Source: an optimization exercise on an open RTL-to-GDS flow (aim: small area, a short achievable clock period and few clock cycles per item). Production flows keep margins and buffers that such runs may drop. RTL that was checked went through simulation tests only; none was proved equivalent to the original. No functional check of the RTL was part of runs 2 and 3. Power is estimated from default activity; no workload was simulated.

$ cat flow/config.mk
export PLATFORM = sky130hd
export DESIGN_NAME = matvec3
export DESIGN_NICKNAME = matvec3
export VERILOG_FILES = /design/flow/design.v
export SDC_FILE = /design/flow/constraint.sdc
export NUM_CORES = 4
export LEC_CHECK = 0
export CAP_MARGIN = 20
export CORE_MARGIN = 2
export CORE_UTILIZATION = 60
export CTS_BUF_LIST = sky130_fd_sc_hd__clkbuf_8
export CTS_CLUSTER_DIAMETER = 50
export CTS_CLUSTER_SIZE = 16
export SETUP_SLACK_MARGIN = 5
export SLEW_MARGIN = 20
$ cat flow/constraint.sdc
create_clock -name core_clock -period 8.5 [get_ports {clk}]
set_input_delay 1.7000 -clock core_clock [delete_from_list [all_inputs] [get_ports {clk}]]
set_output_delay 1.7000 -clock core_clock [all_outputs]
set_load 0.01 [all_outputs]
$ cat flow/flow/run.sh
#!/bin/bash
# The standard layout, with plain buffers (not delay cells) on the ports and
# timing repair aimed below the clock period.
set -euo pipefail
bash standard.sh BUFFER_PORTS_ARGS="-buffer_cell sky130_fd_sc_hd__buf_2" SETUP_SLACK_MARGIN=5.45 finish > flow_make.log 2>&1
$ cat flow/design.v
package matvec_dims_pkg;
    localparam int MAT_DIM   = 3;
    localparam int MAT_WORDS = MAT_DIM * MAT_DIM;
    localparam int JOB_WORDS = MAT_WORDS + MAT_DIM;    
    localparam int SAMPLE_W = 14;
    localparam int ACC_W    = 2 * SAMPLE_W;            
    typedef logic signed [SAMPLE_W-1:0] sample_t;
    typedef logic signed [ACC_W-1:0] acc_t;
    typedef logic [3:0] w_addr_t;                      
    typedef logic [1:0] x_addr_t;                      
    typedef logic [3:0] load_count_t;
endpackage
package matvec_ctrl_pkg;
    typedef enum logic [1:0] {
        LOAD    = 2'd0,
        ISSUE   = 2'd1,
        DRAIN   = 2'd2,
        PRESENT = 2'd3
    } seq_state_t;
    localparam int READ_LATENCY = 1;
endpackage
`timescale 1ns/1ps
module mac_unit (
    input  logic [13:0] a,        
    input  logic [6:0]  one,      
    input  logic [6:0]  two,      
    input  logic [6:0]  neg,      
    input  logic        v,        
    input  logic [27:0] acc_s,    
    input  logic [27:0] acc_c,
    output logic [27:0] s,        
    output logic [27:0] c
);
    logic pp0_0;
    logic pp0_1;
    logic pp0_2;
    logic pp0_3;
    logic pp0_4;
    logic pp0_5;
    logic pp0_6;
    logic pp0_7;
    logic pp0_8;
    logic pp0_9;
    logic pp0_10;
    logic pp0_11;
    logic pp0_12;
    logic pp0_13;
    logic pp0_14;
    logic pp1_0;
    logic pp1_1;
    logic pp1_2;
    logic pp1_3;
    logic pp1_4;
    logic pp1_5;
    logic pp1_6;
    logic pp1_7;
    logic pp1_8;
    logic pp1_9;
    logic pp1_10;
    logic pp1_11;
    logic pp1_12;
    logic pp1_13;
    logic pp1_14;
    logic pp2_0;
    logic pp2_1;
    logic pp2_2;
    logic pp2_3;
    logic pp2_4;
    logic pp2_5;
    logic pp2_6;
    logic pp2_7;
    logic pp2_8;
    logic pp2_9;
    logic pp2_10;
    logic pp2_11;
    logic pp2_12;
    logic pp2_13;
    logic pp2_14;
    logic pp3_0;
    logic pp3_1;
    logic pp3_2;
    logic pp3_3;
    logic pp3_4;
    logic pp3_5;
    logic pp3_6;
    logic pp3_7;
    logic pp3_8;
    logic pp3_9;
    logic pp3_10;
    logic pp3_11;
    logic pp3_12;
    logic pp3_13;
    logic pp3_14;
    logic pp4_0;
    logic pp4_1;
    logic pp4_2;
    logic pp4_3;
    logic pp4_4;
    logic pp4_5;
    logic pp4_6;
    logic pp4_7;
    logic pp4_8;
    logic pp4_9;
    logic pp4_10;
    logic pp4_11;
    logic pp4_12;
    logic pp4_13;
    logic pp4_14;
    logic pp5_0;
    logic pp5_1;
    logic pp5_2;
    logic pp5_3;
    logic pp5_4;
    logic pp5_5;
    logic pp5_6;
    logic pp5_7;
    logic pp5_8;
    logic pp5_9;
    logic pp5_10;
    logic pp5_11;
    logic pp5_12;
    logic pp5_13;
    logic pp5_14;
    logic pp6_0;
    logic pp6_1;
    logic pp6_2;
    logic pp6_3;
    logic pp6_4;
    logic pp6_5;
    logic pp6_6;
    logic pp6_7;
    logic pp6_8;
    logic pp6_9;
    logic pp6_10;
    logic pp6_11;
    logic pp6_12;
    logic pp6_13;
    logic pp6_14;
    logic hs0;
    logic hc0;
    logic hs1;
    logic hc1;
    logic hs2;
    logic hc2;
    logic hs3;
    logic hc3;
    logic hs4;
    logic hc4;
    logic fs5;
    logic fc5;
    logic hs6;
    logic hc6;
    logic fs7;
    logic fc7;
    logic hs8;
    logic hc8;
    logic fs9;
    logic fc9;
    logic fs10;
    logic fc10;
    logic hs11;
    logic hc11;
    logic fs12;
    logic fc12;
    logic fs13;
    logic fc13;
    logic hs14;
    logic hc14;
    logic fs15;
    logic fc15;
    logic fs16;
    logic fc16;
    logic fs17;
    logic fc17;
    logic fs18;
    logic fc18;
    logic fs19;
    logic fc19;
    logic fs20;
    logic fc20;
    logic fs21;
    logic fc21;
    logic fs22;
    logic fc22;
    logic fs23;
    logic fc23;
    logic fs24;
    logic fc24;
    logic fs25;
    logic fc25;
    logic fs26;
    logic fc26;
    logic fs27;
    logic fc27;
    logic fs28;
    logic fc28;
    logic hs29;
    logic hc29;
    logic fs30;
    logic fc30;
    logic fs31;
    logic fc31;
    logic fs32;
    logic fc32;
    logic hs33;
    logic hc33;
    logic fs34;
    logic fc34;
    logic hs35;
    logic hc35;
    logic hs36;
    logic hc36;
    logic hs37;
    logic hc37;
    logic fs38;
    logic fc38;
    logic hs39;
    logic hc39;
    logic fs40;
    logic fc40;
    logic hs41;
    logic hc41;
    logic fs42;
    logic fc42;
    logic fs43;
    logic fc43;
    logic fs44;
    logic fc44;
    logic fs45;
    logic fc45;
    logic fs46;
    logic fc46;
    logic fs47;
    logic fc47;
    logic fs48;
    logic fc48;
    logic fs49;
    logic fc49;
    logic fs50;
    logic fc50;
    logic fs51;
    logic fc51;
    logic fs52;
    logic fc52;
    logic fs53;
    logic fc53;
    logic fs54;
    logic fc54;
    logic fs55;
    logic fc55;
    logic fs56;
    logic fc56;
    logic fs57;
    logic fc57;
    logic fs58;
    logic fc58;
    logic fs59;
    logic fc59;
    logic fs60;
    logic fc60;
    logic fs61;
    logic fc61;
    logic fs62;
    logic fc62;
    logic fs63;
    logic fc63;
    logic fs64;
    logic fc64;
    logic fs65;
    logic fc65;
    logic fs66;
    logic fc66;
    logic fs67;
    logic fc67;
    logic fs68;
    logic fc68;
    logic fs69;
    logic fc69;
    logic fs70;
    logic fc70;
    logic fs71;
    logic fc71;
    logic fs72;
    logic fc72;
    logic fs73;
    logic fc73;
    logic fs74;
    logic fc74;
    logic hs75;
    logic hc75;
    logic fs76;
    logic fc76;
    logic hs77;
    logic hc77;
    logic hs78;
    logic hc78;
    logic hs79;
    logic hc79;
    logic fs80;
    logic fc80;
    logic fs81;
    logic fc81;
    logic fs82;
    logic fc82;
    logic fs83;
    logic fc83;
    logic fs84;
    logic fc84;
    logic fs85;
    logic fc85;
    logic fs86;
    logic fc86;
    logic fs87;
    logic fc87;
    logic fs88;
    logic fc88;
    logic fs89;
    logic fc89;
    logic fs90;
    logic fc90;
    logic fs91;
    logic fc91;
    logic fs92;
    logic fc92;
    logic fs93;
    logic fc93;
    logic fs94;
    logic fc94;
    logic fs95;
    logic fc95;
    logic fs96;
    logic fc96;
    logic fs97;
    logic fc97;
    logic fs98;
    logic fc98;
    logic fs99;
    logic fc99;
    logic fs100;
    logic fc100;
    logic fs101;
    logic fc101;
    logic fs102;
    logic fc102;
    logic fs103;
    logic fc103;
    logic hs104;
    logic hc104;
    logic hs105;
    logic hc105;
    logic fs106;
    logic fc106;
    logic fs107;
    logic fc107;
    logic fs108;
    logic fc108;
    logic fs109;
    logic fc109;
    logic fs110;
    logic fc110;
    logic fs111;
    logic fc111;
    logic fs112;
    logic fc112;
    logic fs113;
    logic fc113;
    logic fs114;
    logic fc114;
    logic fs115;
    logic fc115;
    logic fs116;
    logic fc116;
    logic fs117;
    logic fc117;
    logic fs118;
    logic fc118;
    logic fs119;
    logic fc119;
    logic fs120;
    logic fc120;
    logic fs121;
    logic fc121;
    logic fs122;
    logic fc122;
    logic fs123;
    logic fc123;
    logic fs124;
    logic fc124;
    logic fs125;
    logic fc125;
    logic fs126;
    logic fc126;
    logic fs127;
    logic fc127;
    logic fs128;
    logic fc128;
    logic fs129;
    logic fc129;
    logic fs130;
    logic fc130;
    logic fs131;
    logic fc131;
    logic fs132;
    logic fc132;
    assign pp0_0 = neg[0] ^ ((one[0] & a[0]) | (two[0] & 1'b0));
    assign pp0_1 = neg[0] ^ ((one[0] & a[1]) | (two[0] & a[0]));
    assign pp0_2 = neg[0] ^ ((one[0] & a[2]) | (two[0] & a[1]));
    assign pp0_3 = neg[0] ^ ((one[0] & a[3]) | (two[0] & a[2]));
    assign pp0_4 = neg[0] ^ ((one[0] & a[4]) | (two[0] & a[3]));
    assign pp0_5 = neg[0] ^ ((one[0] & a[5]) | (two[0] & a[4]));
    assign pp0_6 = neg[0] ^ ((one[0] & a[6]) | (two[0] & a[5]));
    assign pp0_7 = neg[0] ^ ((one[0] & a[7]) | (two[0] & a[6]));
    assign pp0_8 = neg[0] ^ ((one[0] & a[8]) | (two[0] & a[7]));
    assign pp0_9 = neg[0] ^ ((one[0] & a[9]) | (two[0] & a[8]));
    assign pp0_10 = neg[0] ^ ((one[0] & a[10]) | (two[0] & a[9]));
    assign pp0_11 = neg[0] ^ ((one[0] & a[11]) | (two[0] & a[10]));
    assign pp0_12 = neg[0] ^ ((one[0] & a[12]) | (two[0] & a[11]));
    assign pp0_13 = neg[0] ^ ((one[0] & a[13]) | (two[0] & a[12]));
    assign pp0_14 = v & ~(neg[0] ^ ((one[0] & a[13]) | (two[0] & a[13])));    
    assign pp1_0 = neg[1] ^ ((one[1] & a[0]) | (two[1] & 1'b0));
    assign pp1_1 = neg[1] ^ ((one[1] & a[1]) | (two[1] & a[0]));
    assign pp1_2 = neg[1] ^ ((one[1] & a[2]) | (two[1] & a[1]));
    assign pp1_3 = neg[1] ^ ((one[1] & a[3]) | (two[1] & a[2]));
    assign pp1_4 = neg[1] ^ ((one[1] & a[4]) | (two[1] & a[3]));
    assign pp1_5 = neg[1] ^ ((one[1] & a[5]) | (two[1] & a[4]));
    assign pp1_6 = neg[1] ^ ((one[1] & a[6]) | (two[1] & a[5]));
    assign pp1_7 = neg[1] ^ ((one[1] & a[7]) | (two[1] & a[6]));
    assign pp1_8 = neg[1] ^ ((one[1] & a[8]) | (two[1] & a[7]));
    assign pp1_9 = neg[1] ^ ((one[1] & a[9]) | (two[1] & a[8]));
    assign pp1_10 = neg[1] ^ ((one[1] & a[10]) | (two[1] & a[9]));
    assign pp1_11 = neg[1] ^ ((one[1] & a[11]) | (two[1] & a[10]));
    assign pp1_12 = neg[1] ^ ((one[1] & a[12]) | (two[1] & a[11]));
    assign pp1_13 = neg[1] ^ ((one[1] & a[13]) | (two[1] & a[12]));
    assign pp1_14 = v & ~(neg[1] ^ ((one[1] & a[13]) | (two[1] & a[13])));    
    assign pp2_0 = neg[2] ^ ((one[2] & a[0]) | (two[2] & 1'b0));
    assign pp2_1 = neg[2] ^ ((one[2] & a[1]) | (two[2] & a[0]));
    assign pp2_2 = neg[2] ^ ((one[2] & a[2]) | (two[2] & a[1]));
    assign pp2_3 = neg[2] ^ ((one[2] & a[3]) | (two[2] & a[2]));
    assign pp2_4 = neg[2] ^ ((one[2] & a[4]) | (two[2] & a[3]));
    assign pp2_5 = neg[2] ^ ((one[2] & a[5]) | (two[2] & a[4]));
    assign pp2_6 = neg[2] ^ ((one[2] & a[6]) | (two[2] & a[5]));
    assign pp2_7 = neg[2] ^ ((one[2] & a[7]) | (two[2] & a[6]));
    assign pp2_8 = neg[2] ^ ((one[2] & a[8]) | (two[2] & a[7]));
    assign pp2_9 = neg[2] ^ ((one[2] & a[9]) | (two[2] & a[8]));
    assign pp2_10 = neg[2] ^ ((one[2] & a[10]) | (two[2] & a[9]));
    assign pp2_11 = neg[2] ^ ((one[2] & a[11]) | (two[2] & a[10]));
    assign pp2_12 = neg[2] ^ ((one[2] & a[12]) | (two[2] & a[11]));
    assign pp2_13 = neg[2] ^ ((one[2] & a[13]) | (two[2] & a[12]));
    assign pp2_14 = v & ~(neg[2] ^ ((one[2] & a[13]) | (two[2] & a[13])));    
    assign pp3_0 = neg[3] ^ ((one[3] & a[0]) | (two[3] & 1'b0));
    assign pp3_1 = neg[3] ^ ((one[3] & a[1]) | (two[3] & a[0]));
    assign pp3_2 = neg[3] ^ ((one[3] & a[2]) | (two[3] & a[1]));
    assign pp3_3 = neg[3] ^ ((one[3] & a[3]) | (two[3] & a[2]));
    assign pp3_4 = neg[3] ^ ((one[3] & a[4]) | (two[3] & a[3]));
    assign pp3_5 = neg[3] ^ ((one[3] & a[5]) | (two[3] & a[4]));
    assign pp3_6 = neg[3] ^ ((one[3] & a[6]) | (two[3] & a[5]));
    assign pp3_7 = neg[3] ^ ((one[3] & a[7]) | (two[3] & a[6]));
    assign pp3_8 = neg[3] ^ ((one[3] & a[8]) | (two[3] & a[7]));
    assign pp3_9 = neg[3] ^ ((one[3] & a[9]) | (two[3] & a[8]));
    assign pp3_10 = neg[3] ^ ((one[3] & a[10]) | (two[3] & a[9]));
    assign pp3_11 = neg[3] ^ ((one[3] & a[11]) | (two[3] & a[10]));
    assign pp3_12 = neg[3] ^ ((one[3] & a[12]) | (two[3] & a[11]));
    assign pp3_13 = neg[3] ^ ((one[3] & a[13]) | (two[3] & a[12]));
    assign pp3_14 = v & ~(neg[3] ^ ((one[3] & a[13]) | (two[3] & a[13])));    
    assign pp4_0 = neg[4] ^ ((one[4] & a[0]) | (two[4] & 1'b0));
    assign pp4_1 = neg[4] ^ ((one[4] & a[1]) | (two[4] & a[0]));
    assign pp4_2 = neg[4] ^ ((one[4] & a[2]) | (two[4] & a[1]));
    assign pp4_3 = neg[4] ^ ((one[4] & a[3]) | (two[4] & a[2]));
    assign pp4_4 = neg[4] ^ ((one[4] & a[4]) | (two[4] & a[3]));
    assign pp4_5 = neg[4] ^ ((one[4] & a[5]) | (two[4] & a[4]));
    assign pp4_6 = neg[4] ^ ((one[4] & a[6]) | (two[4] & a[5]));
    assign pp4_7 = neg[4] ^ ((one[4] & a[7]) | (two[4] & a[6]));
    assign pp4_8 = neg[4] ^ ((one[4] & a[8]) | (two[4] & a[7]));
    assign pp4_9 = neg[4] ^ ((one[4] & a[9]) | (two[4] & a[8]));
    assign pp4_10 = neg[4] ^ ((one[4] & a[10]) | (two[4] & a[9]));
    assign pp4_11 = neg[4] ^ ((one[4] & a[11]) | (two[4] & a[10]));
    assign pp4_12 = neg[4] ^ ((one[4] & a[12]) | (two[4] & a[11]));
    assign pp4_13 = neg[4] ^ ((one[4] & a[13]) | (two[4] & a[12]));
    assign pp4_14 = v & ~(neg[4] ^ ((one[4] & a[13]) | (two[4] & a[13])));    
    assign pp5_0 = neg[5] ^ ((one[5] & a[0]) | (two[5] & 1'b0));
    assign pp5_1 = neg[5] ^ ((one[5] & a[1]) | (two[5] & a[0]));
    assign pp5_2 = neg[5] ^ ((one[5] & a[2]) | (two[5] & a[1]));
    assign pp5_3 = neg[5] ^ ((one[5] & a[3]) | (two[5] & a[2]));
    assign pp5_4 = neg[5] ^ ((one[5] & a[4]) | (two[5] & a[3]));
    assign pp5_5 = neg[5] ^ ((one[5] & a[5]) | (two[5] & a[4]));
    assign pp5_6 = neg[5] ^ ((one[5] & a[6]) | (two[5] & a[5]));
    assign pp5_7 = neg[5] ^ ((one[5] & a[7]) | (two[5] & a[6]));
    assign pp5_8 = neg[5] ^ ((one[5] & a[8]) | (two[5] & a[7]));
    assign pp5_9 = neg[5] ^ ((one[5] & a[9]) | (two[5] & a[8]));
    assign pp5_10 = neg[5] ^ ((one[5] & a[10]) | (two[5] & a[9]));
    assign pp5_11 = neg[5] ^ ((one[5] & a[11]) | (two[5] & a[10]));
    assign pp5_12 = neg[5] ^ ((one[5] & a[12]) | (two[5] & a[11]));
    assign pp5_13 = neg[5] ^ ((one[5] & a[13]) | (two[5] & a[12]));
    assign pp5_14 = v & ~(neg[5] ^ ((one[5] & a[13]) | (two[5] & a[13])));    
    assign pp6_0 = neg[6] ^ ((one[6] & a[0]) | (two[6] & 1'b0));
    assign pp6_1 = neg[6] ^ ((one[6] & a[1]) | (two[6] & a[0]));
    assign pp6_2 = neg[6] ^ ((one[6] & a[2]) | (two[6] & a[1]));
    assign pp6_3 = neg[6] ^ ((one[6] & a[3]) | (two[6] & a[2]));
    assign pp6_4 = neg[6] ^ ((one[6] & a[4]) | (two[6] & a[3]));
    assign pp6_5 = neg[6] ^ ((one[6] & a[5]) | (two[6] & a[4]));
    assign pp6_6 = neg[6] ^ ((one[6] & a[6]) | (two[6] & a[5]));
    assign pp6_7 = neg[6] ^ ((one[6] & a[7]) | (two[6] & a[6]));
    assign pp6_8 = neg[6] ^ ((one[6] & a[8]) | (two[6] & a[7]));
    assign pp6_9 = neg[6] ^ ((one[6] & a[9]) | (two[6] & a[8]));
    assign pp6_10 = neg[6] ^ ((one[6] & a[10]) | (two[6] & a[9]));
    assign pp6_11 = neg[6] ^ ((one[6] & a[11]) | (two[6] & a[10]));
    assign pp6_12 = neg[6] ^ ((one[6] & a[12]) | (two[6] & a[11]));
    assign pp6_13 = neg[6] ^ ((one[6] & a[13]) | (two[6] & a[12]));
    assign pp6_14 = v & ~(neg[6] ^ ((one[6] & a[13]) | (two[6] & a[13])));    
    assign hs0 = neg[6] ^ acc_c[12];
    assign hc0 = neg[6] & acc_c[12];
    assign hs1 = acc_c[13] ^ acc_s[13];
    assign hc1 = acc_c[13] & acc_s[13];
    assign hs2 = acc_c[14] ^ acc_s[14];
    assign hc2 = acc_c[14] & acc_s[14];
    assign hs3 = neg[3] ^ acc_c[6];
    assign hc3 = neg[3] & acc_c[6];
    assign hs4 = acc_c[7] ^ acc_s[7];
    assign hc4 = acc_c[7] & acc_s[7];
    assign fs5 = neg[4] ^ acc_c[8] ^ acc_s[8];
    assign fc5 = (neg[4] & acc_c[8]) | (neg[4] & acc_s[8]) | (acc_c[8] & acc_s[8]);
    assign hs6 = pp0_8 ^ pp1_6;
    assign hc6 = pp0_8 & pp1_6;
    assign fs7 = acc_c[9] ^ acc_s[9] ^ pp0_9;
    assign fc7 = (acc_c[9] & acc_s[9]) | (acc_c[9] & pp0_9) | (acc_s[9] & pp0_9);
    assign hs8 = pp1_7 ^ pp2_5;
    assign hc8 = pp1_7 & pp2_5;
    assign fs9 = neg[5] ^ acc_c[10] ^ acc_s[10];
    assign fc9 = (neg[5] & acc_c[10]) | (neg[5] & acc_s[10]) | (acc_c[10] & acc_s[10]);
    assign fs10 = pp0_10 ^ pp1_8 ^ pp2_6;
    assign fc10 = (pp0_10 & pp1_8) | (pp0_10 & pp2_6) | (pp1_8 & pp2_6);
    assign hs11 = pp3_4 ^ pp4_2;
    assign hc11 = pp3_4 & pp4_2;
    assign fs12 = acc_c[11] ^ acc_s[11] ^ pp0_11;
    assign fc12 = (acc_c[11] & acc_s[11]) | (acc_c[11] & pp0_11) | (acc_s[11] & pp0_11);
    assign fs13 = pp1_9 ^ pp2_7 ^ pp3_5;
    assign fc13 = (pp1_9 & pp2_7) | (pp1_9 & pp3_5) | (pp2_7 & pp3_5);
    assign hs14 = pp4_3 ^ pp5_1;
    assign hc14 = pp4_3 & pp5_1;
    assign fs15 = acc_s[12] ^ hs0 ^ pp0_12;
    assign fc15 = (acc_s[12] & hs0) | (acc_s[12] & pp0_12) | (hs0 & pp0_12);
    assign fs16 = pp1_10 ^ pp2_8 ^ pp3_6;
    assign fc16 = (pp1_10 & pp2_8) | (pp1_10 & pp3_6) | (pp2_8 & pp3_6);
    assign fs17 = pp4_4 ^ pp5_2 ^ pp6_0;
    assign fc17 = (pp4_4 & pp5_2) | (pp4_4 & pp6_0) | (pp5_2 & pp6_0);
    assign fs18 = hc0 ^ hs1 ^ pp0_13;
    assign fc18 = (hc0 & hs1) | (hc0 & pp0_13) | (hs1 & pp0_13);
    assign fs19 = pp1_11 ^ pp2_9 ^ pp3_7;
    assign fc19 = (pp1_11 & pp2_9) | (pp1_11 & pp3_7) | (pp2_9 & pp3_7);
    assign fs20 = pp4_5 ^ pp5_3 ^ pp6_1;
    assign fc20 = (pp4_5 & pp5_3) | (pp4_5 & pp6_1) | (pp5_3 & pp6_1);
    assign fs21 = hc1 ^ hs2 ^ pp0_14;
    assign fc21 = (hc1 & hs2) | (hc1 & pp0_14) | (hs2 & pp0_14);
    assign fs22 = pp1_12 ^ pp2_10 ^ pp3_8;
    assign fc22 = (pp1_12 & pp2_10) | (pp1_12 & pp3_8) | (pp2_10 & pp3_8);
    assign fs23 = pp4_6 ^ pp5_4 ^ pp6_2;
    assign fc23 = (pp4_6 & pp5_4) | (pp4_6 & pp6_2) | (pp5_4 & pp6_2);
    assign fs24 = acc_c[15] ^ acc_s[15] ^ hc2;
    assign fc24 = (acc_c[15] & acc_s[15]) | (acc_c[15] & hc2) | (acc_s[15] & hc2);
    assign fs25 = pp1_13 ^ pp2_11 ^ pp3_9;
    assign fc25 = (pp1_13 & pp2_11) | (pp1_13 & pp3_9) | (pp2_11 & pp3_9);
    assign fs26 = pp4_7 ^ pp5_5 ^ pp6_3;
    assign fc26 = (pp4_7 & pp5_5) | (pp4_7 & pp6_3) | (pp5_5 & pp6_3);
    assign fs27 = acc_c[16] ^ acc_s[16] ^ pp1_14;
    assign fc27 = (acc_c[16] & acc_s[16]) | (acc_c[16] & pp1_14) | (acc_s[16] & pp1_14);
    assign fs28 = pp2_12 ^ pp3_10 ^ pp4_8;
    assign fc28 = (pp2_12 & pp3_10) | (pp2_12 & pp4_8) | (pp3_10 & pp4_8);
    assign hs29 = pp5_6 ^ pp6_4;
    assign hc29 = pp5_6 & pp6_4;
    assign fs30 = acc_c[17] ^ acc_s[17] ^ pp2_13;
    assign fc30 = (acc_c[17] & acc_s[17]) | (acc_c[17] & pp2_13) | (acc_s[17] & pp2_13);
    assign fs31 = pp3_11 ^ pp4_9 ^ pp5_7;
    assign fc31 = (pp3_11 & pp4_9) | (pp3_11 & pp5_7) | (pp4_9 & pp5_7);
    assign fs32 = acc_c[18] ^ acc_s[18] ^ pp2_14;
    assign fc32 = (acc_c[18] & acc_s[18]) | (acc_c[18] & pp2_14) | (acc_s[18] & pp2_14);
    assign hs33 = pp3_12 ^ pp4_10;
    assign hc33 = pp3_12 & pp4_10;
    assign fs34 = acc_c[19] ^ acc_s[19] ^ pp3_13;
    assign fc34 = (acc_c[19] & acc_s[19]) | (acc_c[19] & pp3_13) | (acc_s[19] & pp3_13);
    assign hs35 = acc_c[20] ^ acc_s[20];
    assign hc35 = acc_c[20] & acc_s[20];
    assign hs36 = neg[1] ^ acc_c[2];
    assign hc36 = neg[1] & acc_c[2];
    assign hs37 = acc_c[3] ^ acc_s[3];
    assign hc37 = acc_c[3] & acc_s[3];
    assign fs38 = neg[2] ^ acc_c[4] ^ acc_s[4];
    assign fc38 = (neg[2] & acc_c[4]) | (neg[2] & acc_s[4]) | (acc_c[4] & acc_s[4]);
    assign hs39 = pp0_4 ^ pp1_2;
    assign hc39 = pp0_4 & pp1_2;
    assign fs40 = acc_c[5] ^ acc_s[5] ^ pp0_5;
    assign fc40 = (acc_c[5] & acc_s[5]) | (acc_c[5] & pp0_5) | (acc_s[5] & pp0_5);
    assign hs41 = pp1_3 ^ pp2_1;
    assign hc41 = pp1_3 & pp2_1;
    assign fs42 = acc_s[6] ^ hs3 ^ pp0_6;
    assign fc42 = (acc_s[6] & hs3) | (acc_s[6] & pp0_6) | (hs3 & pp0_6);
    assign fs43 = pp1_4 ^ pp2_2 ^ pp3_0;
    assign fc43 = (pp1_4 & pp2_2) | (pp1_4 & pp3_0) | (pp2_2 & pp3_0);
    assign fs44 = hc3 ^ hs4 ^ pp0_7;
    assign fc44 = (hc3 & hs4) | (hc3 & pp0_7) | (hs4 & pp0_7);
    assign fs45 = pp1_5 ^ pp2_3 ^ pp3_1;
    assign fc45 = (pp1_5 & pp2_3) | (pp1_5 & pp3_1) | (pp2_3 & pp3_1);
    assign fs46 = hc4 ^ pp2_4 ^ pp3_2;
    assign fc46 = (hc4 & pp2_4) | (hc4 & pp3_2) | (pp2_4 & pp3_2);
    assign fs47 = pp4_0 ^ fs5 ^ hs6;
    assign fc47 = (pp4_0 & fs5) | (pp4_0 & hs6) | (fs5 & hs6);
    assign fs48 = pp3_3 ^ pp4_1 ^ fc5;
    assign fc48 = (pp3_3 & pp4_1) | (pp3_3 & fc5) | (pp4_1 & fc5);
    assign fs49 = hc6 ^ hs8 ^ fs7;
    assign fc49 = (hc6 & hs8) | (hc6 & fs7) | (hs8 & fs7);
    assign fs50 = pp5_0 ^ fs9 ^ hc8;
    assign fc50 = (pp5_0 & fs9) | (pp5_0 & hc8) | (fs9 & hc8);
    assign fs51 = hs11 ^ fc7 ^ fs10;
    assign fc51 = (hs11 & fc7) | (hs11 & fs10) | (fc7 & fs10);
    assign fs52 = fc9 ^ hc11 ^ hs14;
    assign fc52 = (fc9 & hc11) | (fc9 & hs14) | (hc11 & hs14);
    assign fs53 = fc10 ^ fs12 ^ fs13;
    assign fc53 = (fc10 & fs12) | (fc10 & fs13) | (fs12 & fs13);
    assign fs54 = hc14 ^ fc12 ^ fc13;
    assign fc54 = (hc14 & fc12) | (hc14 & fc13) | (fc12 & fc13);
    assign fs55 = fs15 ^ fs16 ^ fs17;
    assign fc55 = (fs15 & fs16) | (fs15 & fs17) | (fs16 & fs17);
    assign fs56 = fc15 ^ fc16 ^ fc17;
    assign fc56 = (fc15 & fc16) | (fc15 & fc17) | (fc16 & fc17);
    assign fs57 = fs18 ^ fs19 ^ fs20;
    assign fc57 = (fs18 & fs19) | (fs18 & fs20) | (fs19 & fs20);
    assign fs58 = fc18 ^ fc19 ^ fc20;
    assign fc58 = (fc18 & fc19) | (fc18 & fc20) | (fc19 & fc20);
    assign fs59 = fs21 ^ fs22 ^ fs23;
    assign fc59 = (fs21 & fs22) | (fs21 & fs23) | (fs22 & fs23);
    assign fs60 = fc21 ^ fc22 ^ fc23;
    assign fc60 = (fc21 & fc22) | (fc21 & fc23) | (fc22 & fc23);
    assign fs61 = fs24 ^ fs25 ^ fs26;
    assign fc61 = (fs24 & fs25) | (fs24 & fs26) | (fs25 & fs26);
    assign fs62 = hs29 ^ fc24 ^ fc25;
    assign fc62 = (hs29 & fc24) | (hs29 & fc25) | (fc24 & fc25);
    assign fs63 = fc26 ^ fs27 ^ fs28;
    assign fc63 = (fc26 & fs27) | (fc26 & fs28) | (fs27 & fs28);
    assign fs64 = pp6_5 ^ hc29 ^ fc27;
    assign fc64 = (pp6_5 & hc29) | (pp6_5 & fc27) | (hc29 & fc27);
    assign fs65 = fc28 ^ fs30 ^ fs31;
    assign fc65 = (fc28 & fs30) | (fc28 & fs31) | (fs30 & fs31);
    assign fs66 = pp5_8 ^ pp6_6 ^ hs33;
    assign fc66 = (pp5_8 & pp6_6) | (pp5_8 & hs33) | (pp6_6 & hs33);
    assign fs67 = fc30 ^ fc31 ^ fs32;
    assign fc67 = (fc30 & fc31) | (fc30 & fs32) | (fc31 & fs32);
    assign fs68 = pp4_11 ^ pp5_9 ^ pp6_7;
    assign fc68 = (pp4_11 & pp5_9) | (pp4_11 & pp6_7) | (pp5_9 & pp6_7);
    assign fs69 = hc33 ^ fc32 ^ fs34;
    assign fc69 = (hc33 & fc32) | (hc33 & fs34) | (fc32 & fs34);
    assign fs70 = hs35 ^ pp3_14 ^ pp4_12;
    assign fc70 = (hs35 & pp3_14) | (hs35 & pp4_12) | (pp3_14 & pp4_12);
    assign fs71 = pp5_10 ^ pp6_8 ^ fc34;
    assign fc71 = (pp5_10 & pp6_8) | (pp5_10 & fc34) | (pp6_8 & fc34);
    assign fs72 = acc_c[21] ^ acc_s[21] ^ hc35;
    assign fc72 = (acc_c[21] & acc_s[21]) | (acc_c[21] & hc35) | (acc_s[21] & hc35);
    assign fs73 = pp4_13 ^ pp5_11 ^ pp6_9;
    assign fc73 = (pp4_13 & pp5_11) | (pp4_13 & pp6_9) | (pp5_11 & pp6_9);
    assign fs74 = acc_c[22] ^ acc_s[22] ^ pp4_14;
    assign fc74 = (acc_c[22] & acc_s[22]) | (acc_c[22] & pp4_14) | (acc_s[22] & pp4_14);
    assign hs75 = pp5_12 ^ pp6_10;
    assign hc75 = pp5_12 & pp6_10;
    assign fs76 = acc_c[23] ^ acc_s[23] ^ pp5_13;
    assign fc76 = (acc_c[23] & acc_s[23]) | (acc_c[23] & pp5_13) | (acc_s[23] & pp5_13);
    assign hs77 = acc_c[24] ^ acc_s[24];
    assign hc77 = acc_c[24] & acc_s[24];
    assign hs78 = neg[0] ^ acc_c[0];
    assign hc78 = neg[0] & acc_c[0];
    assign hs79 = acc_c[1] ^ acc_s[1];
    assign hc79 = acc_c[1] & acc_s[1];
    assign fs80 = acc_s[2] ^ hs36 ^ pp0_2;
    assign fc80 = (acc_s[2] & hs36) | (acc_s[2] & pp0_2) | (hs36 & pp0_2);
    assign fs81 = hc36 ^ hs37 ^ pp0_3;
    assign fc81 = (hc36 & hs37) | (hc36 & pp0_3) | (hs37 & pp0_3);
    assign fs82 = hc37 ^ pp2_0 ^ fs38;
    assign fc82 = (hc37 & pp2_0) | (hc37 & fs38) | (pp2_0 & fs38);
    assign fs83 = fc38 ^ hc39 ^ hs41;
    assign fc83 = (fc38 & hc39) | (fc38 & hs41) | (hc39 & hs41);
    assign fs84 = hc41 ^ fc40 ^ fs42;
    assign fc84 = (hc41 & fc40) | (hc41 & fs42) | (fc40 & fs42);
    assign fs85 = fc42 ^ fc43 ^ fs44;
    assign fc85 = (fc42 & fc43) | (fc42 & fs44) | (fc43 & fs44);
    assign fs86 = fc44 ^ fc45 ^ fs46;
    assign fc86 = (fc44 & fc45) | (fc44 & fs46) | (fc45 & fs46);
    assign fs87 = fc46 ^ fs48 ^ fc47;
    assign fc87 = (fc46 & fs48) | (fc46 & fc47) | (fs48 & fc47);
    assign fs88 = fc48 ^ fs50 ^ fc49;
    assign fc88 = (fc48 & fs50) | (fc48 & fc49) | (fs50 & fc49);
    assign fs89 = fc50 ^ fs52 ^ fc51;
    assign fc89 = (fc50 & fs52) | (fc50 & fc51) | (fs52 & fc51);
    assign fs90 = fc52 ^ fc53 ^ fs54;
    assign fc90 = (fc52 & fc53) | (fc52 & fs54) | (fc53 & fs54);
    assign fs91 = fc54 ^ fc55 ^ fs56;
    assign fc91 = (fc54 & fc55) | (fc54 & fs56) | (fc55 & fs56);
    assign fs92 = fc56 ^ fc57 ^ fs58;
    assign fc92 = (fc56 & fc57) | (fc56 & fs58) | (fc57 & fs58);
    assign fs93 = fc58 ^ fc59 ^ fs60;
    assign fc93 = (fc58 & fc59) | (fc58 & fs60) | (fc59 & fs60);
    assign fs94 = fc60 ^ fc61 ^ fs62;
    assign fc94 = (fc60 & fc61) | (fc60 & fs62) | (fc61 & fs62);
    assign fs95 = fc62 ^ fc63 ^ fs64;
    assign fc95 = (fc62 & fc63) | (fc62 & fs64) | (fc63 & fs64);
    assign fs96 = fs66 ^ fc64 ^ fc65;
    assign fc96 = (fs66 & fc64) | (fs66 & fc65) | (fc64 & fc65);
    assign fs97 = fs68 ^ fc66 ^ fc67;
    assign fc97 = (fs68 & fc66) | (fs68 & fc67) | (fc66 & fc67);
    assign fs98 = fc68 ^ fs70 ^ fc69;
    assign fc98 = (fc68 & fs70) | (fc68 & fc69) | (fs70 & fc69);
    assign fs99 = fc70 ^ fs72 ^ fs73;
    assign fc99 = (fc70 & fs72) | (fc70 & fs73) | (fs72 & fs73);
    assign fs100 = hs75 ^ fc72 ^ fc73;
    assign fc100 = (hs75 & fc72) | (hs75 & fc73) | (fc72 & fc73);
    assign fs101 = pp6_11 ^ hc75 ^ fc74;
    assign fc101 = (pp6_11 & hc75) | (pp6_11 & fc74) | (hc75 & fc74);
    assign fs102 = hs77 ^ pp5_14 ^ pp6_12;
    assign fc102 = (hs77 & pp5_14) | (hs77 & pp6_12) | (pp5_14 & pp6_12);
    assign fs103 = acc_c[25] ^ acc_s[25] ^ hc77;
    assign fc103 = (acc_c[25] & acc_s[25]) | (acc_c[25] & hc77) | (acc_s[25] & hc77);
    assign hs104 = acc_c[26] ^ acc_s[26];
    assign hc104 = acc_c[26] & acc_s[26];
    assign hs105 = acc_s[0] ^ hs78;
    assign hc105 = acc_s[0] & hs78;
    assign fs106 = hc78 ^ hs79 ^ pp0_1;
    assign fc106 = (hc78 & hs79) | (hc78 & pp0_1) | (hs79 & pp0_1);
    assign fs107 = hc79 ^ pp1_0 ^ fs80;
    assign fc107 = (hc79 & pp1_0) | (hc79 & fs80) | (pp1_0 & fs80);
    assign fs108 = pp1_1 ^ fc80 ^ fs81;
    assign fc108 = (pp1_1 & fc80) | (pp1_1 & fs81) | (fc80 & fs81);
    assign fs109 = hs39 ^ fc81 ^ fs82;
    assign fc109 = (hs39 & fc81) | (hs39 & fs82) | (fc81 & fs82);
    assign fs110 = fs40 ^ fc82 ^ fs83;
    assign fc110 = (fs40 & fc82) | (fs40 & fs83) | (fc82 & fs83);
    assign fs111 = fs43 ^ fc83 ^ fs84;
    assign fc111 = (fs43 & fc83) | (fs43 & fs84) | (fc83 & fs84);
    assign fs112 = fs45 ^ fc84 ^ fs85;
    assign fc112 = (fs45 & fc84) | (fs45 & fs85) | (fc84 & fs85);
    assign fs113 = fs47 ^ fc85 ^ fs86;
    assign fc113 = (fs47 & fc85) | (fs47 & fs86) | (fc85 & fs86);
    assign fs114 = fc86 ^ fs49 ^ fs87;
    assign fc114 = (fc86 & fs49) | (fc86 & fs87) | (fs49 & fs87);
    assign fs115 = fs51 ^ fc87 ^ fs88;
    assign fc115 = (fs51 & fc87) | (fs51 & fs88) | (fc87 & fs88);
    assign fs116 = fs53 ^ fc88 ^ fs89;
    assign fc116 = (fs53 & fc88) | (fs53 & fs89) | (fc88 & fs89);
    assign fs117 = fs55 ^ fc89 ^ fs90;
    assign fc117 = (fs55 & fc89) | (fs55 & fs90) | (fc89 & fs90);
    assign fs118 = fs57 ^ fc90 ^ fs91;
    assign fc118 = (fs57 & fc90) | (fs57 & fs91) | (fc90 & fs91);
    assign fs119 = fs59 ^ fc91 ^ fs92;
    assign fc119 = (fs59 & fc91) | (fs59 & fs92) | (fc91 & fs92);
    assign fs120 = fs61 ^ fc92 ^ fs93;
    assign fc120 = (fs61 & fc92) | (fs61 & fs93) | (fc92 & fs93);
    assign fs121 = fs63 ^ fc93 ^ fs94;
    assign fc121 = (fs63 & fc93) | (fs63 & fs94) | (fc93 & fs94);
    assign fs122 = fs65 ^ fc94 ^ fs95;
    assign fc122 = (fs65 & fc94) | (fs65 & fs95) | (fc94 & fs95);
    assign fs123 = fs67 ^ fc95 ^ fs96;
    assign fc123 = (fs67 & fc95) | (fs67 & fs96) | (fc95 & fs96);
    assign fs124 = fs69 ^ fc96 ^ fs97;
    assign fc124 = (fs69 & fc96) | (fs69 & fs97) | (fc96 & fs97);
    assign fs125 = fs71 ^ fc97 ^ fs98;
    assign fc125 = (fs71 & fc97) | (fs71 & fs98) | (fc97 & fs98);
    assign fs126 = fc71 ^ fs99 ^ fc98;
    assign fc126 = (fc71 & fs99) | (fc71 & fc98) | (fs99 & fc98);
    assign fs127 = fs74 ^ fc99 ^ fs100;
    assign fc127 = (fs74 & fc99) | (fs74 & fs100) | (fc99 & fs100);
    assign fs128 = fs76 ^ fc100 ^ fs101;
    assign fc128 = (fs76 & fc100) | (fs76 & fs101) | (fc100 & fs101);
    assign fs129 = fc76 ^ fs102 ^ fc101;
    assign fc129 = (fc76 & fs102) | (fc76 & fc101) | (fs102 & fc101);
    assign fs130 = pp6_13 ^ fc102 ^ fs103;
    assign fc130 = (pp6_13 & fc102) | (pp6_13 & fs103) | (fc102 & fs103);
    assign fs131 = hs104 ^ pp6_14 ^ fc103;
    assign fc131 = (hs104 & pp6_14) | (hs104 & fc103) | (pp6_14 & fc103);
    assign fs132 = acc_c[27] ^ acc_s[27] ^ hc104;
    assign fc132 = (acc_c[27] & acc_s[27]) | (acc_c[27] & hc104) | (acc_s[27] & hc104);
    assign s[0] = pp0_0;
    assign c[0] = hs105;
    assign s[1] = hc105;
    assign c[1] = fs106;
    assign s[2] = fc106;
    assign c[2] = fs107;
    assign s[3] = fc107;
    assign c[3] = fs108;
    assign s[4] = fc108;
    assign c[4] = fs109;
    assign s[5] = fc109;
    assign c[5] = fs110;
    assign s[6] = fc110;
    assign c[6] = fs111;
    assign s[7] = fc111;
    assign c[7] = fs112;
    assign s[8] = fc112;
    assign c[8] = fs113;
    assign s[9] = fc113;
    assign c[9] = fs114;
    assign s[10] = fc114;
    assign c[10] = fs115;
    assign s[11] = fc115;
    assign c[11] = fs116;
    assign s[12] = fc116;
    assign c[12] = fs117;
    assign s[13] = fc117;
    assign c[13] = fs118;
    assign s[14] = fc118;
    assign c[14] = fs119;
    assign s[15] = fc119;
    assign c[15] = fs120;
    assign s[16] = fc120;
    assign c[16] = fs121;
    assign s[17] = fc121;
    assign c[17] = fs122;
    assign s[18] = fc122;
    assign c[18] = fs123;
    assign s[19] = fc123;
    assign c[19] = fs124;
    assign s[20] = fc124;
    assign c[20] = fs125;
    assign s[21] = fc125;
    assign c[21] = fs126;
    assign s[22] = fs127;
    assign c[22] = fc126;
    assign s[23] = fc127;
    assign c[23] = fs128;
    assign s[24] = fc128;
    assign c[24] = fs129;
    assign s[25] = fs130;
    assign c[25] = fc129;
    assign s[26] = fc130;
    assign c[26] = fs131;
    assign s[27] = fs132;
    assign c[27] = fc131;
endmodule
`timescale 1ns/1ps
module matvec3 (
    input  logic                     clk,
    input  logic                     reset,
    input  logic                     input_valid,
    output logic                     input_ready,
    input  matvec_dims_pkg::sample_t input_data,
    output logic                     output_valid,
    input  logic                     output_ready,
    output matvec_dims_pkg::acc_t    output_data
);
    typedef matvec_dims_pkg::sample_t sample_t;
    typedef matvec_dims_pkg::acc_t    acc_t;
    logic [3:0]  ph;
    sample_t     ring [0:11];
    logic [3:0]  lp;             
    logic        ahead;          
    logic [1:0]  cr, ck;         
    logic [3:0]  cp;             
    logic        due;            
    logic [2:0]  xv;             
    logic        ready_q;
    logic [6:0]  one_q, two_q, neg_q;    
    logic        m_v, m_first, m_last;
    acc_t        acc_s, acc_c;   
    acc_t        sum_s, sum_c;
    logic        acc_done;       
    acc_t        out_q;
    logic        out_v;
    logic        in_fire;
    logic        issue;
    logic        transfer;
    assign input_ready  = ready_q;
    assign output_valid = out_v;
    assign output_data  = out_q;
    assign in_fire  = input_valid && ready_q;
    assign transfer = acc_done && !out_v;
    assign issue = due && xv[ck] && ((ck != 2'd0) || !out_v);
    logic [3:0] ph_n;
    logic [1:0] cr_i, ck_i;
    logic [3:0] cp_i;
    logic       last_p;          
    logic [3:0] lp_inc;
    logic       due_i, due_ni;
    logic       rdy_f_i, rdy_f_ni, rdy_nf_i, rdy_nf_ni;
    function automatic logic slot_free(input logic ahd, input logic [3:0] w, input logic [3:0] c);
        if (!ahd)
            slot_free = 1'b1;
        else if (w < 4'd9)
            slot_free = (c > w);
        else
            slot_free = (c > w - 4'd3);
    endfunction
    always_comb begin
        ph_n   = (ph == 4'd11) ? 4'd0 : ph + 4'd1;
        last_p = (cp == 4'd8);
        cp_i   = last_p ? 4'd0 : cp + 4'd1;
        ck_i   = (ck == 2'd2) ? 2'd0 : ck + 2'd1;
        cr_i   = (ck != 2'd2) ? cr : ((cr == 2'd2) ? 2'd0 : cr + 2'd1);
        due_i  = !last_p;
        due_ni = (ph == ((cp >= 4'd3) ? cp - 4'd3 : cp + 4'd9));
        lp_inc = (lp == 4'd11) ? 4'd0 : lp + 4'd1;
        rdy_f_i   = slot_free((lp == 4'd11) ? 1'b1 : (last_p ? 1'b0 : ahead), lp_inc, cp_i);
        rdy_f_ni  = slot_free((lp == 4'd11) ? 1'b1 : ahead, lp_inc, cp);
        rdy_nf_i  = (ph_n == lp) && slot_free(last_p ? 1'b0 : ahead, lp, cp_i);
        rdy_nf_ni = (ph_n == lp) && slot_free(ahead, lp, cp);
    end
    always_ff @(posedge clk) begin
        if (reset) begin
            ph       <= 4'd0;
            lp       <= '0;
            ahead    <= 1'b0;
            cr       <= '0;
            ck       <= '0;
            cp       <= '0;
            due      <= 1'b0;
            xv       <= '0;
            ready_q  <= 1'b1;
            m_v      <= 1'b0;
            acc_done <= 1'b0;
            out_v    <= 1'b0;
        end else begin
            ph <= ph_n;
            if (in_fire) begin
                lp <= lp_inc;
                ready_q <= issue ? rdy_f_i : rdy_f_ni;
            end else begin
                ready_q <= issue ? rdy_nf_i : rdy_nf_ni;
            end
            if (in_fire && lp == 4'd11)
                ahead <= 1'b1;
            else if (issue && last_p)
                ahead <= 1'b0;
            if (issue) begin
                cr <= cr_i;
                ck <= ck_i;
                cp <= cp_i;
            end
            due <= issue ? due_i : due_ni;
            for (int k = 0; k < 3; k++) begin
                if (in_fire && ph == 4'(9 + k))
                    xv[k] <= 1'b1;
                else if (issue && cr == 2'd2 && ck == 2'(k))
                    xv[k] <= 1'b0;
            end
            m_v <= issue;
            if (m_v && m_last)
                acc_done <= 1'b1;
            else if (transfer)
                acc_done <= 1'b0;
            if (transfer)
                out_v <= 1'b1;
            else if (output_ready)
                out_v <= 1'b0;
        end
    end
    sample_t    x_op;
    logic [6:0] x_lo;            
    always_comb begin
        case (cr)
            2'd0:    x_op = ring[0];
            2'd1:    x_op = ring[3];
            default: x_op = ring[6];
        endcase
    end
    assign x_lo = {x_op[11], x_op[9], x_op[7], x_op[5], x_op[3], x_op[1], 1'b0};
    always_ff @(posedge clk) begin
        ring[0] <= in_fire ? input_data : ring[11];
        for (int i = 1; i < 12; i++)
            ring[i] <= ring[i-1];
        for (int i = 0; i < 7; i++) begin
            one_q[i] <= issue && (x_op[2*i] ^ x_lo[i]);
            two_q[i] <= issue && ((x_op[2*i+1] && !x_op[2*i] && !x_lo[i]) ||
                                  (!x_op[2*i+1] && x_op[2*i] && x_lo[i]));
            neg_q[i] <= issue && x_op[2*i+1];
        end
        m_first <= issue && (ck == 2'd0);
        m_last  <= issue && (ck == 2'd2);
        acc_s <= sum_s;
        acc_c <= sum_c;
        if (transfer)
            out_q <= acc_s + acc_c;
    end
    mac_unit mac_unit_i (
        .a     (ring[10]),
        .one   (one_q),
        .two   (two_q),
        .neg   (neg_q),
        .v     (m_v),
        .acc_s (m_first ? acc_t'(28'h0004000) : acc_s),
        .acc_c (m_first ? acc_t'(0) : acc_c),
        .s     (sum_s),
        .c     (sum_c)
    );
endmodule
$ cat flow/standard.sh
#!/bin/bash
# synth_recipe.tcl (not shown) runs the flow's synth.tcl, then flattens the netlist and writes it again
# the make line also repeats each setting of config.mk as NAME=value (left out here)
make -C /OpenROAD-flow-scripts/flow DESIGN_CONFIG=/design/flow/config.mk WORK_HOME=/design/flow/orfs CLKGATE_MAP_FILE= SYNTH_SCRIPT=/design/flow/synth_recipe.tcl "${@:-finish}"
==> results of run 1 <==
## timing repair
| item | CTS | global route |
|---|---|---|
| cloned | 2 | 0 |
| pin swaps | 3 | 2 |
| endpoints found under the setup margin | 25 | 19 |
| buffers inserted | 4 | 6 |
| gates resized for setup | 49 | 34 |
## where the power goes
| part | leakage [µW] | switching [µW] | total, µW | internal (µW) |
|---|---|---|---|---|
| combinational | 0.00400 | 91.7 | 171 | 79.7 |
| sequential | 0.00255 | 95.1 | 1650 | 1560 |
| clock | 0.000267 | 475 | 842 | 366 |
| total | 0.00681 | 662 | 2670 | 2000 |
## area by class of cell
class                           instances  share of cell area [%]
Timing Repair Buffer                   64                    2.67
Tap cell                              324                    2.50
Inverter                              123                    2.87
Sequential cell                       300                    39.4
Clock inverter                         12                   0.941
Clock buffer                           27                    2.29
Multi-Input combinational cell        884                    49.3
## kinds of logic (layout without fill, tap and decap cells)
family / count (synthesis) / after routing / synth area share (%)
buffers and inverters: 189 / 226 / 4.82
xor gates and xnor gates: 147 / 147 / 8.63
adders and majority gates: 201 / 201 / 22.4
AOI/OAI and AO/OA: 258 / 258 / 11.5
and+or+nand+nor: 249 / 249 / 8.42
muxes: 29 / 29 / 2.06
DFF: 300 / 300 / 42.2
## metrics by stage
step	setup WS [ps]	instances	instance area [µm²]	total power [µW]	hold WS, ps
after floorplan	5440	1373	15000	1780	310
after global placement	5110	1683	15400	1840	310
after detailed placement	5060	1683	15400	1850	312
after CTS	5410	1728	16100	2690	325
after global routing	5380	1734	16200	2790	332
final	5500	1734	16200	2670	320
## how the worst max path moves through the flow
stage	start	end	slack, ps
final	m_first	acc_c[15]	5500
after global routing	lp[0]	ready_q	5380
after CTS	neg_q[1]	acc_c[17]	5410
after detailed placement	input_valid	ready_q	5060
after global placement	input_valid	ready_q	5110
after floorplan	neg_q[2]	acc_c[17]	5440
## synth_stat cells (all sizes together), types with 28 or more instances
cell type and instances:
inv 123, a22oi 93, clkbuf 55, dfxtp 272, o21ai 43, xor2 55, nor2 71, xnor2 92
edfxtp 28, fa 111, ha 88, nor2b 54, a21oi 73, nand2 53
## metal layers
layer	wire length [µm]	vias to the layer above
li1	-	4613
met1	14100	4549
met4	531	0
met3	1380	48
met5	0	-
met2	13300	237
## critical path, stage by stage (launching register included)
cell,delay [ps]
dfxtp_4,360
buf_12,130
or2_4,250
ha_4,260
inv_2,40
fa_2,350
fa_1,460
fa_1,510
inv_1,50
fa_1,430
## flip-flops by register name, summed over array words and instances, names as in the netlist, 2 cells and up
| register | cells |
|---|---|
| xv | 3 |
| ring | 168 |
| two_q | 7 |
| cr | 2 |
| acc_c | 28 |
| lp | 4 |
| cp | 4 |
| ck | 2 |
| out_q | 28 |
| ph | 4 |
| acc_s | 28 |
| neg_q | 7 |
| one_q | 7 |
==> qor.yml, run 1 <==
hold_depth: 0
hold_viol: 0
max_freq_ghz: 0.334
ys_ff_latch: 300
drv_slew: 0
clock_path_buffers: 3
ys_warn_count: 3
grt_pass1_vias: 9458
netlist-cell-type-count: 57
die-area_mm2: 0.0261
period_needed_ps: 3000
use_met3_pct: 2.99
required_ps: 8950
hp-class: "flop to flop"
insertion_delay_ps: 580
seq_area_frac_synth_pct: 42.2
ir_drop_mv: 0.196
hold_end: "ring[10][5]"
synth_enable_flop_cells: 28
ctsHoldBuffers: 0
cts-root-buf: "clkbuf_8"
cts_tree: "yes"
r2r-start: "m_first"
drv_cap: 0
num_vias: 9447
syn_nets: 1590
status: "complete, no violations"
cp_max_fo: 8
drive_above_1_share_pct: 13.5
min_from: "ring[9][5]"
cts.sinks: 300
critical_path_class: "flop to flop"
grt_busiest_layer: "met2"
die_y_um: 162
finClkSkew_ps: 19.2
grt_pass1_wl_um: 48600
grt_use_met1_pct: 33.8
wl_per_cell_um: 17.0
io_pins: 48
clkTransAtPathRegs_ps: 100
grt_max_degree: 37
drtPass1Iterations: 5
avgSynthCellArea_um2: 10.9
end_kind: "flop"
rrSetupSlack_ps: 5500
synthArstFlopShare_pct: 0
drt_iter0_drc: 656
grt-ovfl-total: 0
post_synth_instance_area_mm2: 0.0149
routabilityCongestion: 0.837
start_util_pct: 61.1
worstMarginPinSlew_ps: 984
route.detailed.drc: 0
syn2layout_area_growth_pct: 8.75
seq_area_mm2: 0.00639
tns_ps: 0
powerDensity_mw_per_mm2: 164
grt.total_usage_pct: 23.2
critPathArrivalTime_ps: 3440
post-route-util_pct: 66.5
reg2reg_to: "acc_c[15]"
setup_violations: 0
place_hpwl_um: 21300
antenna_found_initial: 0
rsz0062_at_grt: "true"
leakage_uw: 0.00681
insertedDiodeCount: 0
wl_um: 29400
nets: 1616
ant_nets: 0
fillers: 1965
avgViaCountPerCell: 5.45
synthFlopType: "dfxtp_1"
htree_levels: 1
use_met2_pct: 37.0
final_common_cell: "dfxtp_1"
period_share_pct: 35.2
dieWidth_um: 162
netlist_instances: 1373
multi_input_area_mm2: 0.00800
port_buffers: 47
numCtsBuffers: 26
layout_common_cells: "dfxtp_1 (233), inv_1 (120), fa_1 (106)"
max_slew_margin_pct: 34.2
reg2reg_depth: 9
ys_top_cells_by_area: "dfxtp_1 (37%), fa_1 (15%), ha_1 (7.4%), edfxtp_1 (5.6%), xnor2_1 (5.4%)"
yosys.area.top_type_share_pct: 36.5
start_kind: "flop"
rows: 57
core_area_mm2: 0.0244
yosysTopAreaCell: "dfxtp_1"
Testbench counts, summed over its fixed seeds: cycles 4,688, jobs 384.
==> run 2, diff against run 1 <==
--- a/flow/design.v
+++ b/flow/design.v
@@ -859,5 +859,6 @@
     logic        acc_done;       
     acc_t        out_q;
-    logic        out_v;
+    logic        out_v;          
+    logic        out_free;       
     logic        in_fire;
     logic        issue;
@@ -867,6 +868,6 @@
     assign output_data  = out_q;
     assign in_fire  = input_valid && ready_q;
-    assign transfer = acc_done && !out_v;
-    assign issue = due && xv[ck] && ((ck != 2'd0) || !out_v);
+    assign transfer = acc_done && out_free;
+    assign issue = due && xv[ck] && ((ck != 2'd0) || out_free);
     logic [3:0] ph_n;
     logic [1:0] cr_i, ck_i;
@@ -912,4 +913,5 @@
             acc_done <= 1'b0;
             out_v    <= 1'b0;
+            out_free <= 1'b1;
         end else begin
             ph <= ph_n;
@@ -941,8 +943,6 @@
             else if (transfer)
                 acc_done <= 1'b0;
-            if (transfer)
-                out_v <= 1'b1;
-            else if (output_ready)
-                out_v <= 1'b0;
+            out_v    <= transfer || (!out_free && !output_ready);
+            out_free <= !transfer && (out_free || output_ready);
         end
     end
==> qor.yml, run 2 <==
status: "complete, no violations"
avgViaCountPerCell: 5.46  # +0.21%
port_buffers: 47  # unchanged
numCtsBuffers: 29  # +12%
ant_nets: 0  # unchanged
post-route-util_pct: 67.2  # +0.72 points
critPathArrivalTime_ps: 3440  # about the same
ir_drop_mv: 0.184  # -6.3%
powerDensity_mw_per_mm2: 168  # +1.9%
rsz0062_at_grt: "true"
antenna_found_initial: 0  # unchanged
max_slew_margin_pct: 31.2  # -3.1 points
syn_nets: 1604  # +0.88%
clkTransAtPathRegs_ps: 90  # about the same
drtPass1Iterations: 5  # unchanged
cts_tree: "yes"
critical_path_class: "flop to flop"
wl_um: 30400  # +3.3%
netlist_instances: 1388  # +1.1%
synth_common_cells: "dfxtp_1 (273), inv_1 (123), fa_1 (111)"
syn2layout_area_growth_pct: 9.54
dieWidth_um: 162  # +0.31%
drt_iter0_drc: 674  # +2.7%
period_share_pct: 34.9  # -0.36 points
yosysTopAreaCell: "dfxtp_1"
post_synth_instance_area_mm2: 0.0150  # +0.65%
nets: 1631  # +0.93%
route.detailed.drc: 0  # unchanged
yosysMostFrequentCell: "dfxtp_1"
rows: 57  # unchanged
core_area_mm2: 0.0245  # +0.29%
routabilityCongestion: 0.846  # +1.1%
drive_above_1_share_pct: 14.1  # +0.52 points
ys_top_cells_by_area: "dfxtp_1 (36%), fa_1 (15%), ha_1 (7.3%), edfxtp_1 (5.6%), xnor2_1 (5.4%)"
setup_violations: 0  # unchanged
grt.total_usage_pct: 23.4  # +0.19 points
netlist-cell-type-count: 53  # -7.0%
regMostFlops: "ring"
fin_area_mm2: 0.0164  # +1.4%
finClkSkew_ps: 18.8  # -0.453 ps
tns_ps: 0  # unchanged
ys_warn_count: 3  # unchanged
htree_levels: 1  # unchanged
clock_path_buffers: 3  # unchanged
wl_per_cell_um: 17.3  # +2.2%
drv_slew: 0  # unchanged
synth_enable_flop_cells: 28  # unchanged
ctsHoldBuffers: 0  # unchanged
leakage_uw: 0.00680  # -0.19%
die-area_mm2: 0.0263  # +0.63%
final_common_cell: "dfxtp_1"
end_kind: "flop"
hp-class: "flop to flop"
grt-ovfl-total: 0  # unchanged
synthArstFlopShare_pct: 0  # unchanged
hold_viol: 0  # unchanged
start_kind: "flop"
max_freq_ghz: 0.337  # +1.0%
insertedDiodeCount: 0  # unchanged
worstMarginPinSlew_ps: 1030  # +47.4 ps
num_vias: 9571  # +1.3%
drv_cap: 0  # unchanged
place_hpwl_um: 21500  # +0.82%
period_needed_ps: 2960  # -30.6 ps
layout_common_cells: "dfxtp_1 (234), inv_1 (120), fa_1 (101)"
cp_max_fo: 15  # +7
dpl-instance-area_mm2: 0.0154  # +0.58%
io_pins: 48  # unchanged
avgSynthCellArea_um2: 10.8  # -0.44%
synthFlopType: "dfxtp_1"
cts-root-buf: "clkbuf_8"
die_y_um: 162  # +0.31%
grt_pass1_wl_um: 49000  # +0.72%
grt_max_degree: 30  # -19%
ys_ff_latch: 301  # +0.33%
yosys.area.top_type_share_pct: 36.4  # -0.10 points
total_power_uw: 2750  # +3.3%
seq_area_frac_synth_pct: 42.0  # -0.14 points
start_util_pct: 61.4  # +0.22 points
grt_pass1_vias: 9654  # +2.1%
required_ps: 8970  # +20 ps
largest_reg_flops: 168  # unchanged
insertion_delay_ps: 610  # +30 ps
cts.sinks: 301  # +0.33%
## run 2: metrics by stage
step / cells / hold slack, ps / setup slack, ps
2_1_floorplan: 1388 / 310 / 5420
3_3_place_gp: 1697 / 310 / 5160
3_5_place_dp: 1697 / 312 / 5080
4_1_cts: 1751 / 331 / 5400
5_1_grt: 1753 / 334 / 5410
6_report: 1753 / 328 / 5540
## run 2: final timing paths
path,from,endpoint,slack [ps],cells after the start
worst max-delay path,one_q[5],acc_c[15],5540,7
worst min-delay path,ring[9][5],ring[10][5],330,0
worst max register to register,one_q[5],acc_c[15],5540,7
worst min register to register,ring[9][5],ring[10][5],330,0
## run 2: cell families after synthesis
| family | Yosys count | synth area share (%) |
|---|---|---|
| buffers and inverters | 190 | 4.79 |
| muxes | 29 | 2.05 |
| xor gates and xnor gates | 152 | 8.87 |
| and+or+nand+nor | 263 | 8.76 |
| AOI/OAI and AO/OA | 253 | 11.3 |
| DFF | 301 | 42.0 |
| adders and majority gates | 200 | 22.2 |
## run 2: cell type report
type / count / area, µm²
multi-input cells: 897 / 8150
fillers: 1900 / 8020
flip-flops and latches: 301 / 6410
inverters: 124 / 465
repair buffers: 62 / 405
well taps: 324 / 405
clock buffers: 29 / 399
clock inverters: 16 / 198
## run 2: repair_timing
item	CTS	global route
setup buffers	7	2
gates cloned	2	0
pin swaps	5	5
endpoints found under the hold margin	0	0
endpoints found under the setup margin	25	19
resized for setup	51	48
## run 2: power breakdown
| group | internal, µW | total, µW | leakage, µW | switching [µW] |
|---|---|---|---|---|
| combinational | 78.7 | 172 | 0.00394 | 93.0 |
| sequential | 1570 | 1670 | 0.00255 | 101 |
| clock | 401 | 916 | 0.000309 | 515 |
| total | 2050 | 2750 | 0.00680 | 709 |
## run 2: critical path, stage by stage, from the launching register on
cell and delay, ps:
dfxtp_2 550, a22oi_1 160, xor2_1 190, fa_1 450
fa_1 510, fa_1 510, inv_1 50, fa_1 410
## run 2: metal layers
metal / GRT usage [%] / vias up / part of all wire (%)
li1: - / 4654 / -
met1: 32.9 / 4585 / 47
met2: 37.4 / 270 / 45
met3: 4.16 / 62 / 5.5
met4: 6.48 / 0 / 2.7
met5: 0 / - / 0
==> run 3, diff against run 2 <==
==> flow/flow/run.sh (replaced) <==
#!/bin/bash
# The standard layout, with plain buffers (not delay cells) on the ports and
# timing repair aimed below the clock period.
set -euo pipefail
bash standard.sh BUFFER_PORTS_ARGS="-buffer_cell sky130_fd_sc_hd__buf_2" SETUP_SLACK_MARGIN=5.55 finish > flow_make.log 2>&1
==> qor.yml, run 3 <==
switching_share_pct: 25.3  # -0.39 points
synthFlopType: "dfxtp_1"
clock_path_buffers: 3  # unchanged
net-switching-power_uw: 685  # -3.3%
seq_area_frac_synth_pct: 42.0  # unchanged
reg2reg_to: "acc_c[14]"
max_freq_ghz: 0.339  # +0.63%
wl_um: 29900  # -1.6%
powerDensity_mw_per_mm2: 163  # -3.0%
yosysTopAreaCell: "dfxtp_1"
synth_common_cells: "dfxtp_1 (273), inv_1 (123), fa_1 (111)"
leakage_uw: 0.00686  # +0.89%
grt_max_degree: 30  # unchanged
largest_reg_flops: 168  # unchanged
dieWidth_um: 162  # unchanged
drtPass1Iterations: 5  # unchanged
rrSetupSlack_ps: 5550  # +20 ps
cts.sinks: 301  # unchanged
core_area_mm2: 0.0245  # unchanged
yosys.area.top_type_share_pct: 36.4  # unchanged
ys_top_cells_by_area: "dfxtp_1 (36%), fa_1 (15%), ha_1 (7.3%), edfxtp_1 (5.6%), xnor2_1 (5.4%)"
grt_pass1_wl_um: 48900  # -0.13%
dp_slack_ps: 5170  # +87.0 ps
grt.total_usage_pct: 23.0  # -0.35 points
synth_enable_flop_cells: 28  # unchanged
avgSynthCellArea_um2: 10.8  # unchanged
rsz0062_at_grt: "true"
critPathArrivalTime_ps: 3410  # -30 ps
critical_path.cell_chain: "a22oi_2 > xor2_1 > fa_2 > fa_2 > fa_1 > inv_1 > fa_1"
cp_max_fo: 15  # unchanged
final_common_cell: "dfxtp_1"
insertion_delay_ps: 580  # -30 ps
io_pins: 48  # unchanged
post_synth_instance_area_mm2: 0.0150  # unchanged
ys_warn_count: 3  # unchanged
tns_ps: 0  # unchanged
clkTransAtPathRegs_ps: 100  # about the same
finClkSkew_ps: 18.6  # -0.200 ps
period_needed_ps: 2950  # -18.6 ps
start_util_pct: 61.4  # unchanged
route.detailed.drc: 0  # unchanged
port_buffers: 47  # unchanged
p_int_uw: 2020  # -1.3%
hold_depth: 0  # unchanged
ys_ff_latch: 301  # unchanged
die-area_mm2: 0.0263  # unchanged
routabilityCongestion: 0.895  # +5.8%
max_slew_margin_pct: 33.5  # +2.4 points
end_kind: "flop"
critical_path_class: "flop to flop"
regMostFlops: "ring"
hp-class: "flop to flop"
ant_nets: 0  # unchanged
post-route-util_pct: 68.0  # +0.78 points
grt_pass1_vias: 9555  # -1.0%
ir_drop_mv: 0.198  # +7.4%
cts_tree: "yes"
htree_levels: 1  # unchanged
die_y_um: 162  # unchanged
min_from: "ring[7][0]"
seqPwrFrac_pct: 61.4  # +0.9 points
syn_nets: 1604  # unchanged
syn2layout_area_growth_pct: 10.8
drive_above_1_share_pct: 16.2  # +2.2 points
wl_per_cell_um: 16.9  # -2.3%
rows: 57  # unchanged
setup_violations: 0  # unchanged
layout_setup_ws_ps: 5550  # +18.6 ps
slowest_delay_ps: 510  # -40 ps
period_share_pct: 34.7  # -0.22 points
nets: 1647  # +0.98%
hold_end: "ring[8][0]"
layout_common_cells: "dfxtp_1 (234), inv_1 (116), fa_1 (97)"
critPathSlowestCell: "fa_2"
comb_power_share_pct: 6.6  # +0.4 points
r2r-start: "ring[10][12]"
netlist-cell-type-count: 53  # unchanged
numCtsBuffers: 27  # -6.9%
p_clk_share_pct: 31.9  # -1.4 points
fillers: 1927  # +1.4%
start_kind: "flop"
grt-ovfl-total: 0  # unchanged
hold_viol: 0  # unchanged
reg2reg_depth: 7  # unchanged
num_vias: 9609  # +0.40%
status: "complete, no violations"
drt_iter0_drc: 654  # -3.0%
avgViaCountPerCell: 5.44  # -0.34%
insertedDiodeCount: 0  # unchanged
drv_slew: 0  # unchanged
total_power_uw: 2700  # -1.8%
antenna_found_initial: 0  # unchanged
worstMarginPinSlew_ps: 995  # -36.5 ps
synthArstFlopShare_pct: 0  # unchanged
yosysMostFrequentCell: "dfxtp_1"
place_hpwl_um: 21400  # -0.59%
netlist_instances: 1388  # unchanged
drv_cap: 0  # unchanged
cts-root-buf: "clkbuf_8"
required_ps: 8960  # about the same
run 3: cell counts after synthesis:
Identical to the previous run, type by type.
run 3: layer usage:
metal,global-route usage [%],vias up,share of wire (%)
met2,36.9,247,45
met4,5.43,0,1.9
li1,-,4687,-
met5,0,-,0
met1,33.2,4637,48
met3,3.47,38,4.8
run 3: logic make-up (layout without fill, tap and decap cells):
| group | after synthesis | in the layout | share of synthesized area [%] |
|---|---|---|---|
| AO/OA/AOI/OAI | 253 | 253 | 11.3 |
| XOR/XNOR | 152 | 152 | 8.87 |
| adder cells (fa/ha/maj) | 200 | 200 | 22.2 |
| buffers and inverters | 190 | 244 | 4.79 |
| flip-flops | 301 | 301 | 42.0 |
| multiplexers | 29 | 29 | 2.05 |
| AND/OR/NAND/NOR | 263 | 263 | 8.76 |
run 3: critical path, delay by kind of cell, from the launching register on:
| family | cells | cell delay [ps] |
|---|---|---|
| compound gates | 1 | 230 |
| xor+xnor | 1 | 280 |
| fa+ha+maj | 4 | 1840 |
| buf+inv | 1 | 50 |
| flops | 1 | 430 |
run 3: worst max-delay path by stage:
stage	start	endpoint	slack [ps]	depth (start not counted)
after detailed placement	neg_q[4]	acc_c[15]	5170	7
after floorplan	ring[10][11]	acc_c[17]	5510	9
after global placement	neg_q[4]	acc_c[15]	5170	7
after CTS	acc_s[0]	out_q[26]	5510	12
after global routing	m_first	acc_c[15]	5470	9
final	ring[10][12]	acc_c[14]	5550	7
run 3: what timing repair did:
item                                    CTS  global route
endpoints found under the setup margin   26            24
gates cloned                              2             0
hold buffers                              0             0
pin swaps                                 5            14
setup buffers                             9            17
gates resized for setup                  73            57
run 3: through the flow:
step           instance area, µm²  hold WS, ps  instances
6_report                    16600          322       1766
3_5_place_dp                15500          312       1698
4_1_cts                     16300          324       1749
2_1_floorplan               15100          310       1388
3_3_place_gp                15500          310       1698
5_1_grt                     16600          327       1766
run 3: final cells by class:
cell class                      instances  area (µm²)  share of cell area, %
Clock inverter                         13         166                   1.00
Timing Repair Buffer                   80         566                   3.40
Clock buffer                           27         372                   2.23
Inverter                              124         465                   2.80
Sequential cell                       301        6440                   38.7
Tap cell                              324         405                   2.44
Multi-Input combinational cell        897        8220                   49.4
run 3: power groups by stage:
stage               registers (µW)  clock network, µW  logic (µW)
global route                  1670                943         204
CTS                           1660                889         175
global placement              1690                  0         166
floorplan                     1630                  0         160
finish                        1660                863         180
detailed placement            1690                  0         171

## separate check: timing with driven ports
The flow's constraints put no driver on any port. The routed layouts listed below were extracted and timed again, unchanged, in two steps. Step 1, drivers: a clkbuf_16 drives clk and a buf_2 each remaining input, both assumed. Step 2 moves the port delays by t, midway between the first and last clock arrival at a register: inputs arrive t later, outputs are due t later. That takes back most of the time a late clock gives input paths. Three values: ideal ports, drivers, drivers and shift; two values: the first two.
run	t, ns	setup WS [ns]	worst register clock-pin slew, ns	cell pins on the clock port's net
run 1	0.621	5.505 / 5.505 / 5.132	0.10 / 0.10	1
run 2	0.641	5.535 / 5.535 / 5.241	0.09 / 0.09	1
run 3	0.617	5.554 / 5.554 / 5.260	0.10 / 0.10	1
After both steps setup and hold are still met in every run listed. For run 1, which loses most, drivers alone change the setup slack by 0.000 ns; drivers and shift together by -0.373 ns.
